Source: an optimization exercise on an open RTL-to-GDS flow (aim: small area, a short achievable clock period and few clock cycles per item). Production flows keep margins and buffers that such runs may drop.
RTL that was checked went through simulation tests only; none was proved equivalent to the original.
No activity file was given, so power comes from the tool's default toggle rates.

==> job 699: inputs <==
## rgb565_hsl_color_classifier
module rgb565_hsl_color_classifier (
  input  logic        clk,
  input  logic        rst_n,
  input  logic        start,
  output logic        busy,
  input  logic [15:0] in_pixel,
  output logic        out_valid,
  output logic [7:0]  out_hue,
  output logic [7:0]  out_lightness,
  output logic [7:0]  out_saturation,
  output logic        out_match,
  input  logic        cfg_we,
  input  logic [2:0]  cfg_index,
  input  logic [15:0] cfg_data
);
==> flow/config.mk <==
export PLATFORM = sky130hd
export DESIGN_NAME = rgb565_hsl_color_classifier
export DESIGN_NICKNAME = rgb565_hsl_color_classifier
export VERILOG_FILES = /design/flow/design.v
export SDC_FILE = /design/flow/constraint.sdc
export NUM_CORES = 4
export LEC_CHECK = 0
export ABC_AREA = 0
export CAP_MARGIN = 20
export CORE_MARGIN = 2
export CORE_UTILIZATION = 40
export CTS_CLUSTER_DIAMETER = 80
export CTS_CLUSTER_SIZE = 28
export PLACE_DENSITY = 0.6
export SETUP_SLACK_MARGIN = 3.7
export SLEW_MARGIN = 20
==> flow/constraint.sdc <==
create_clock -name core_clock -period 6.0 [get_ports {clk}]
set_input_delay 1.2000 -clock core_clock [delete_from_list [all_inputs] [get_ports {clk}]]
set_output_delay 1.2000 -clock core_clock [all_outputs]
set_load 0.01 [all_outputs]
standard.sh (not shown) runs the stock make flow with config.mk's settings and CLKGATE_MAP_FILE= SYNTH_SCRIPT=/design/flow/synth_recipe.tcl, a recipe that flattens the netlist after the stock synthesis.
==> flow/flow/run.sh <==
#!/bin/bash
set -euo pipefail
bash standard.sh "BUFFER_PORTS_ARGS=-buffer_cell sky130_fd_sc_hd__buf_2" finish > flow_make.log 2>&1
==> inputs of job 5598, as changes to job 699 <==
--- a/flow/design.v
+++ b/flow/design.v
@@ -74,38 +74,70 @@
         REG_SAT_HIGH:   sat_high_r   <= cfg_data[7:0];
         REG_LIGHT_LOW:  light_low_r  <= cfg_data[7:0];
         REG_LIGHT_HIGH: light_high_r <= cfg_data[7:0];
         default: ;
       endcase
     end
   end
   assign busy = 1'b0;
+  function automatic logic [16:0] add_mx(input logic [15:0] x, input logic [15:0] y,
+                                         input logic ci, input int w);
+    logic [15:0] p, pp, gg;
+    logic [16:0] r;
+    p  = x ^ y;
+    gg = x;
+    pp = p;
+    gg[0] = p[0] ? ci : x[0];
+    for (int i = 1; (1 << i) <= 16; i++) begin
+      for (int j = (1 << i) - 1; j < w; j = j + (1 << i)) begin
+        gg[j] = pp[j] ? gg[j - (1 << (i - 1))] : gg[j];
+        pp[j] = pp[j] & pp[j - (1 << (i - 1))];
+      end
+    end
+    for (int i = 4; i > 0; i--) begin
+      for (int j = (1 << i) + (1 << (i - 1)) - 1; j < w; j = j + (1 << i)) begin
+        gg[j] = pp[j] ? gg[j - (1 << (i - 1))] : gg[j];
+        pp[j] = pp[j] & pp[j - (1 << (i - 1))];
+      end
+    end
+    r = '0;
+    r[0] = p[0] ^ ci;
+    for (int j = 1; j < w; j++) r[j] = p[j] ^ gg[j-1];
+    r[w] = gg[w-1];
+    add_mx = r;
+  endfunction
+  function automatic logic ge_mx(input logic [15:0] x, input logic [15:0] y, input int w);
+    logic [16:0] r;
+    r = add_mx(x, ~y, 1'b1, w);
+    ge_mx = r[w];
+  endfunction
   logic [5:0] cr, cg, cb;
   assign cr = {in_pixel[15:11], 1'b0};
   assign cg = in_pixel[10:5];
   assign cb = {in_pixel[4:0], 1'b0};
   logic        v1;
   logic [15:0] px_1;
   logic        ge_rg_1, ge_rb_1, ge_gb_1;
   always_ff @(posedge clk) begin
     if (!rst_n) v1 <= 1'b0;
     else        v1 <= start;
   end
   always_ff @(posedge clk) begin
     px_1    <= in_pixel;
-    ge_rg_1 <= (cr >= cg);
-    ge_rb_1 <= (cr >= cb);
-    ge_gb_1 <= (cg >= cb);
+    ge_rg_1 <= ge_mx(16'(cr), 16'(cg), 6);
+    ge_rb_1 <= ge_mx(16'(cr), 16'(cb), 6);
+    ge_gb_1 <= ge_mx(16'(cg), 16'(cb), 6);
   end
   logic [5:0] r_1, g_1, b_1, mx, mn, md;
   logic [1:0] sel_a;    
   logic       neg_a;
   logic [5:0] a_b, d_b;
   logic [6:0] s_b;
+  logic [16:0] t_a, t_d, t_s;
   always_comb begin
     r_1 = {px_1[15:11], 1'b0};
     g_1 = px_1[10:5];
     b_1 = {px_1[4:0], 1'b0};
     if (ge_rg_1 && ge_rb_1) begin
       mx = r_1;
       sel_a = ge_gb_1 ? 2'd0 : 2'd1;
       neg_a = !ge_gb_1;
@@ -119,19 +151,22 @@
       md = ge_rb_1 ? r_1 : b_1;
     end else begin
       mx = b_1;
       sel_a = 2'd3;
       neg_a = !ge_rg_1;                     
       mn = ge_rg_1 ? g_1 : r_1;
       md = ge_rg_1 ? r_1 : g_1;
     end
-    a_b = md - mn;
-    d_b = mx - mn;
-    s_b = {1'b0, mx} + {1'b0, mn};
+    t_a = add_mx(16'(md), ~(16'(mn)), 1'b1, 6);
+    t_d = add_mx(16'(mx), ~(16'(mn)), 1'b1, 6);
+    t_s = add_mx(16'(mx), 16'(mn), 1'b0, 6);
+    a_b = t_a[5:0];
+    d_b = t_d[5:0];
+    s_b = t_s[6:0];
   end
   logic       v2;
   logic [1:0] sel_2;
   logic       neg_2;
   logic [5:0] a_2, d_2;
   logic [6:0] s_2;
   always_ff @(posedge clk) begin
     if (!rst_n) v2 <= 1'b0;
@@ -141,50 +176,27 @@
     {sel_2, neg_2, a_2, d_2, s_2} <= {sel_a, neg_a, a_b, d_b, s_b};
   end
   logic [8:0]  hnum_c;     
   logic [5:0]  hden_c;
   logic [9:0]  d15_c;      
   logic [11:0] snum_c;     
   logic        sflag_c;    
   logic [7:0]  sden_c;
+  logic [16:0] t_h5, t_d15;
   always_comb begin
-    hnum_c = {1'b0, a_2, 2'b0} + {3'b0, a_2};
+    t_h5   = add_mx(16'({a_2, 2'b0}), 16'(a_2), 1'b0, 8);
+    hnum_c = t_h5[8:0];
     hden_c = {d_2[5:1], d_2[0] | (d_2 == 6'd0)};
-    d15_c  = {d_2, 4'b0} - {4'b0, d_2};
+    t_d15  = add_mx(16'({d_2, 4'b0}), ~(16'(d_2)), 1'b1, 10);
+    d15_c  = t_d15[9:0];
     sflag_c = !s_2[6] || (s_2[5:0] == 6'd0);
     sden_c = sflag_c ? {s_2 == 7'd0, s_2} : {~s_2[5:0], 2'b11};
     snum_c = sflag_c ? {2'b0, d15_c} : {d15_c, 2'b0};
   end
-  function automatic logic [9:0] sub_bk(input logic [8:0] x, input logic [8:0] y,
-                                        input int w);
-    logic [8:0] p, pp, gg;
-    logic [9:0] r;
-    p  = x ^ ~y;
-    gg = x;
-    pp = p;
-    gg[0] = p[0] ? 1'b1 : x[0];     
-    for (int i = 1; (1 << i) <= 16; i++) begin
-      for (int j = (1 << i) - 1; j < w; j = j + (1 << i)) begin
-        gg[j] = pp[j] ? gg[j - (1 << (i - 1))] : gg[j];
-        pp[j] = pp[j] & pp[j - (1 << (i - 1))];
-      end
-    end
-    for (int i = 4; i > 0; i--) begin
-      for (int j = (1 << i) + (1 << (i - 1)) - 1; j < w; j = j + (1 << i)) begin
-        gg[j] = pp[j] ? gg[j - (1 << (i - 1))] : gg[j];
-        pp[j] = pp[j] & pp[j - (1 << (i - 1))];
-      end
-    end
-    r = '0;
-    r[0] = p[0] ^ 1'b1;
-    for (int j = 1; j < w; j++) r[j] = p[j] ^ gg[j-1];
-    r[w] = gg[w-1];
-    sub_bk = r;
-  endfunction
   logic        vr    [9];
   logic [1:0]  selr  [9];
   logic        negr  [9];
   logic        sflr  [9];
   logic [15:0] srem  [9];
   logic [7:0]  sden  [9];
   logic [7:0]  sq    [9];
   logic [11:0] hrem  [9];
@@ -213,17 +225,19 @@
     localparam int SK = 7 - i;
     localparam int HK = 5 - i;
     logic [8:0]  s_top;
     logic [9:0]  s_dif;
     logic        s_take;
     logic [7:0]  s_rem;
     assign s_top  = srem[i][SK+8:SK];
     logic [9:0] s_r;
-    assign s_r    = sub_bk(s_top, {1'b0, sden[i]}, 9);
+    logic [16:0] t_s;
+    assign t_s    = add_mx(16'(s_top), ~(16'(sden[i])), 1'b1, 9);
+    assign s_r    = t_s[9:0];
     assign s_dif  = {1'b0, s_r[8:0]};
     assign s_take = s_r[9];
     assign s_take_a[i] = s_take;
     assign s_rem  = s_take ? s_dif[7:0] : s_top[7:0];
     always_ff @(posedge clk) begin
       if (!rst_n) vr[i+1] <= 1'b0;
       else        vr[i+1] <= vr[i];
     end
@@ -254,17 +268,19 @@
     end
     if (i < 6) begin : g_hue
       logic [6:0] h_top;
       logic [7:0] h_dif;
       logic       h_take;
       logic [5:0] h_rem;
       assign h_top  = hrem[i][HK+6:HK];
       logic [9:0] h_r;
-      assign h_r    = sub_bk({2'b0, h_top}, {3'b0, hden[i]}, 7);
+      logic [16:0] t_h;
+        assign t_h    = add_mx(16'(h_top), ~(16'(hden[i])), 1'b1, 7);
+        assign h_r    = t_h[9:0];
       assign h_dif  = {1'b0, h_r[6:0]};
       assign h_take = h_r[7];
       assign h_rem  = h_take ? h_dif[5:0] : h_top[5:0];
       always_ff @(posedge clk) hq[i+1] <= {hq[i][4:0], h_take};
       if (HK > 0) begin : g_hcarry
         always_ff @(posedge clk) begin
           hden[i+1] <= hden[i];
           hrem[i+1][HK+5:HK] <= h_rem;
@@ -279,45 +295,49 @@
         assign hden[i+1] = '0;
       end
     end else begin : g_hue_done
       assign hrem[i+1] = '0;
       assign hden[i+1] = '0;
       assign hq[i+1]   = '0;
     end
   end
-  logic [7:0] ofs_h;
+  logic [7:0]  ofs_h;
+  logic [16:0] t_hue;
   always_comb begin
     case (selr[6])
       2'd0:    ofs_h = 8'd0;
       2'd1:    ofs_h = 8'd240;
       2'd2:    ofs_h = 8'd80;
       default: ofs_h = 8'd160;
     endcase
-    hue_9 = negr[6] ? ofs_h - {2'b0, hq[6]} : ofs_h + {2'b0, hq[6]};
+    t_hue = add_mx(16'(ofs_h), negr[6] ? ~(16'(hq[6])) : 16'(hq[6]), negr[6], 8);
+    hue_9 = t_hue[7:0];
   end
   logic [7:0] hue_r9;
   always_ff @(posedge clk) hue_r9 <= hue_9;
   logic [6:0]  s_rec;
   logic [14:0] light_prod;
+  logic [16:0] t_l;
   logic [7:0]  light_r10;
   always_comb begin
     s_rec = sflr[6] ? sden[6][6:0] : {1'b1, ~sden[6][7:2]};
-    light_prod = {s_rec, 8'b0} - {4'b0, s_rec, 4'b0} + {8'b0, s_rec};   
+    t_l = add_mx(16'({s_rec, 1'b0, s_rec}), ~(16'({s_rec, 4'b0})), 1'b1, 15);
+    light_prod = t_l[14:0];
     light_10 = light_prod[14:7];
   end
   always_ff @(posedge clk) light_r10 <= light_10;
   logic [8:0] hue_e, hue_c;
   logic       hue_and;
   logic       lo_hi0, hi_hi0, lo_ff;
   always_comb begin
     lo_hi0 = (hue_low_r[15:8] == 8'h00);
     hi_hi0 = (hue_high_r[15:8] == 8'h00);
     lo_ff  = (hue_low_r[15:8] == 8'hFF);
-    if (hue_high_r < hue_low_r) begin
+    if (!ge_mx(hue_high_r, hue_low_r, 16)) begin
       hue_and = 1'b0;
       hue_c   = hi_hi0 ? {1'b0, hue_high_r[7:0]} : 9'd256;
       hue_e   = (lo_ff && hue_low_r[7:0] >= 8'd15) ? {1'b0, hue_low_r[7:0] - 8'd14} : 9'd0;
     end else begin
       hue_and = hi_hi0 && hue_high_r[7:0] <= 8'd240;
       hue_e   = lo_hi0 ? {1'b0, hue_low_r[7:0]} + 9'd1 : 9'd256;
       if (hi_hi0 && hue_high_r[7:0] <= 8'd240)
         hue_c = {1'b0, hue_high_r[7:0]};
@@ -330,27 +350,28 @@
   logic [8:0] hue_e_r, hue_c_r;
   logic       hue_and_r;
   always_ff @(posedge clk) begin
     hue_e_r   <= hue_e;
     hue_c_r   <= hue_c;
     hue_and_r <= hue_and;
   end
   logic hue_ge, hue_lt;
-  assign hue_ge = {1'b0, hue_r9} >= hue_e_r;
-  assign hue_lt = {1'b0, hue_r9} <  hue_c_r;
+  assign hue_ge =  ge_mx(16'(hue_r9), 16'(hue_e_r), 9);
+  assign hue_lt = !ge_mx(16'(hue_r9), 16'(hue_c_r), 9);
   logic [7:0] sat_p0, sat_p1;
   logic       sat_ok0, sat_ok1, hue_ok, light_ok, match_m;
   always_comb begin
     sat_p0   = {sq[7][6:0], 1'b0};
     sat_p1   = {sq[7][6:0], 1'b1};
-    sat_ok0  = (sat_p0 > sat_low_r) && (sat_p0 < sat_high_r);
-    sat_ok1  = (sat_p1 > sat_low_r) && (sat_p1 < sat_high_r);
+    sat_ok0  = !ge_mx(16'(sat_low_r), 16'(sat_p0), 8) && !ge_mx(16'(sat_p0), 16'(sat_high_r), 8);
+    sat_ok1  = !ge_mx(16'(sat_low_r), 16'(sat_p1), 8) && !ge_mx(16'(sat_p1), 16'(sat_high_r), 8);
     hue_ok   = hue_and_r ? (hue_ge && hue_lt) : (hue_ge || hue_lt);
-    light_ok = (light_r10 > light_low_r) && (light_r10 < light_high_r);
+    light_ok = !ge_mx(16'(light_low_r), 16'(light_r10), 8) &&
+               !ge_mx(16'(light_r10), 16'(light_high_r), 8);
     match_m  = hue_ok && light_ok && (s_take_a[7] ? sat_ok1 : sat_ok0);
   end
   always_ff @(posedge clk) begin
     out_hue       <= hue_r9;
     out_lightness <= light_r10;
     out_match     <= match_m;
   end
   assign out_saturation = sq[8];
==> flow/config.mk (replaced) <==
export PLATFORM = sky130hd
export DESIGN_NAME = rgb565_hsl_color_classifier
export DESIGN_NICKNAME = rgb565_hsl_color_classifier
export VERILOG_FILES = /design/flow/design.v
export SDC_FILE = /design/flow/constraint.sdc
export NUM_CORES = 4
export LEC_CHECK = 0
export ABC_AREA = 1
export CAP_MARGIN = 20
export CORE_MARGIN = 2
export CORE_UTILIZATION = 70
export CTS_CLUSTER_DIAMETER = 80
export CTS_CLUSTER_SIZE = 28
export PLACE_DENSITY = 0.8
export SETUP_SLACK_MARGIN = 3.75
export SLEW_MARGIN = 20
==> flow_results.xml <==
<?xml version="1.0" encoding="UTF-8"?>
<metrics>
  <group name="run_status">
    <metric name="run_status" unit="">finished clean</metric>
  </group>
  <group name="routing">
    <metric name="drt-total-wl" unit="um">35100</metric>
    <metric name="length_of_routed_wiring_on_met1" unit="um">15600</metric>
    <metric name="drt-vias-per-instance" unit="">4.90</metric>
    <metric name="drt_iter0_drc" unit="">594</metric>
  </group>
  <group name="power_and_ir_drop">
    <metric name="power_in_combinational_cells" unit="mW">5.39</metric>
    <metric name="clockPowerShare" unit="">0.157</metric>
    <metric name="seq-power" unit="mW">5.24</metric>
    <metric name="power.internal" unit="mW">7.94</metric>
  </group>
  <group name="layout">
    <metric name="multi_input_comb_cells" unit="">1297</metric>
    <metric name="area_share_clock_buf_inv" unit="">0.0402</metric>
  </group>
  <group name="synthesis">
    <metric name="synthesized_area_fraction_occupied_by_and_or_nand_nor_cells" unit="">0.136</metric>
  </group>
  <group name="worst_setup_path">
    <metric name="highest_fanout_seen_on_the_critical_path" unit="">4</metric>
  </group>
  <group name="floorplan">
    <metric name="placeableCoreArea" unit="mm^2">0.0468</metric>
  </group>
</metrics>
the above is filed under job 699

==> flow_results.xml <==
<?xml version="1.0" encoding="UTF-8"?>
<metrics>
  <group name="layout">
    <metric name="area_share_clock_buf_inv" unit="">0.0285</metric>
  </group>
  <group name="synthesis">
    <metric name="synthesized_area_fraction_occupied_by_and_or_nand_nor_cells" unit="">0.226</metric>
  </group>
  <group name="run_status">
    <metric name="run_status" unit="">finished clean</metric>
  </group>
  <group name="worst_setup_path">
    <metric name="r2r_start" unit="">ge_gb_1$_DFF_P_</metric>
    <metric name="highest_fanout_seen_on_the_critical_path" unit="">1</metric>
    <metric name="buf_inv_stages_crit_path" unit="">1</metric>
  </group>
  <group name="floorplan">
    <metric name="floorplan.rows" unit="">60</metric>
    <metric name="placeableCoreArea" unit="mm^2">0.0270</metric>
  </group>
  <group name="global_route">
    <metric name="use_met3" unit="">0.0274</metric>
  </group>
  <group name="power_and_ir_drop">
    <metric name="clockPowerShare" unit="">0.133</metric>
    <metric name="seq-power" unit="mW">5.05</metric>
    <metric name="power.internal" unit="mW">7.06</metric>
  </group>
  <group name="routing">
    <metric name="drt-total-wl" unit="um">36000</metric>
    <metric name="drt_iter0_drc" unit="">951</metric>
    <metric name="drt-vias-per-instance" unit="">5.22</metric>
  </group>
</metrics>
the above is filed under job 5598

Testbench counts of job 5598, summed over its fixed seeds: cycles 24,088, pixels 24,000.
Function not checked in job 699: the RTL went through the layout flow alone.

## afterwards: timing with drivers on the ports
No port has a modelled driver above. Below, the same layouts with a new extraction and two added sets of constraints. Step 1, drivers: a clkbuf_16 drives clk and a buf_2 each remaining input, both assumed. Step 2 adds t to the input delays and takes it off the output delays; t is the mean of the earliest and latest rising clock arrival at the registers after step 1. Input paths then give back, and output paths get back, about the clock's delay inside the block. Three values: ideal ports, drivers, drivers and shift; two values: the first two.
run	t, ns	slack for setup (ns)	worst setup path after step 2	latest minus earliest clock arrival (ns)	cell pins on the clock port's net
job 699	0.630	3.586 / 3.586 / 3.246	input to register	0.045 / 0.044	1
job 5598	0.573	3.811 / 3.761 / 3.336	input to register	0.020 / 0.020	1
After both steps every run listed still meets setup and hold. For job 5598, which loses most, drivers alone change the setup slack by -0.050 ns; drivers and shift together by -0.475 ns.
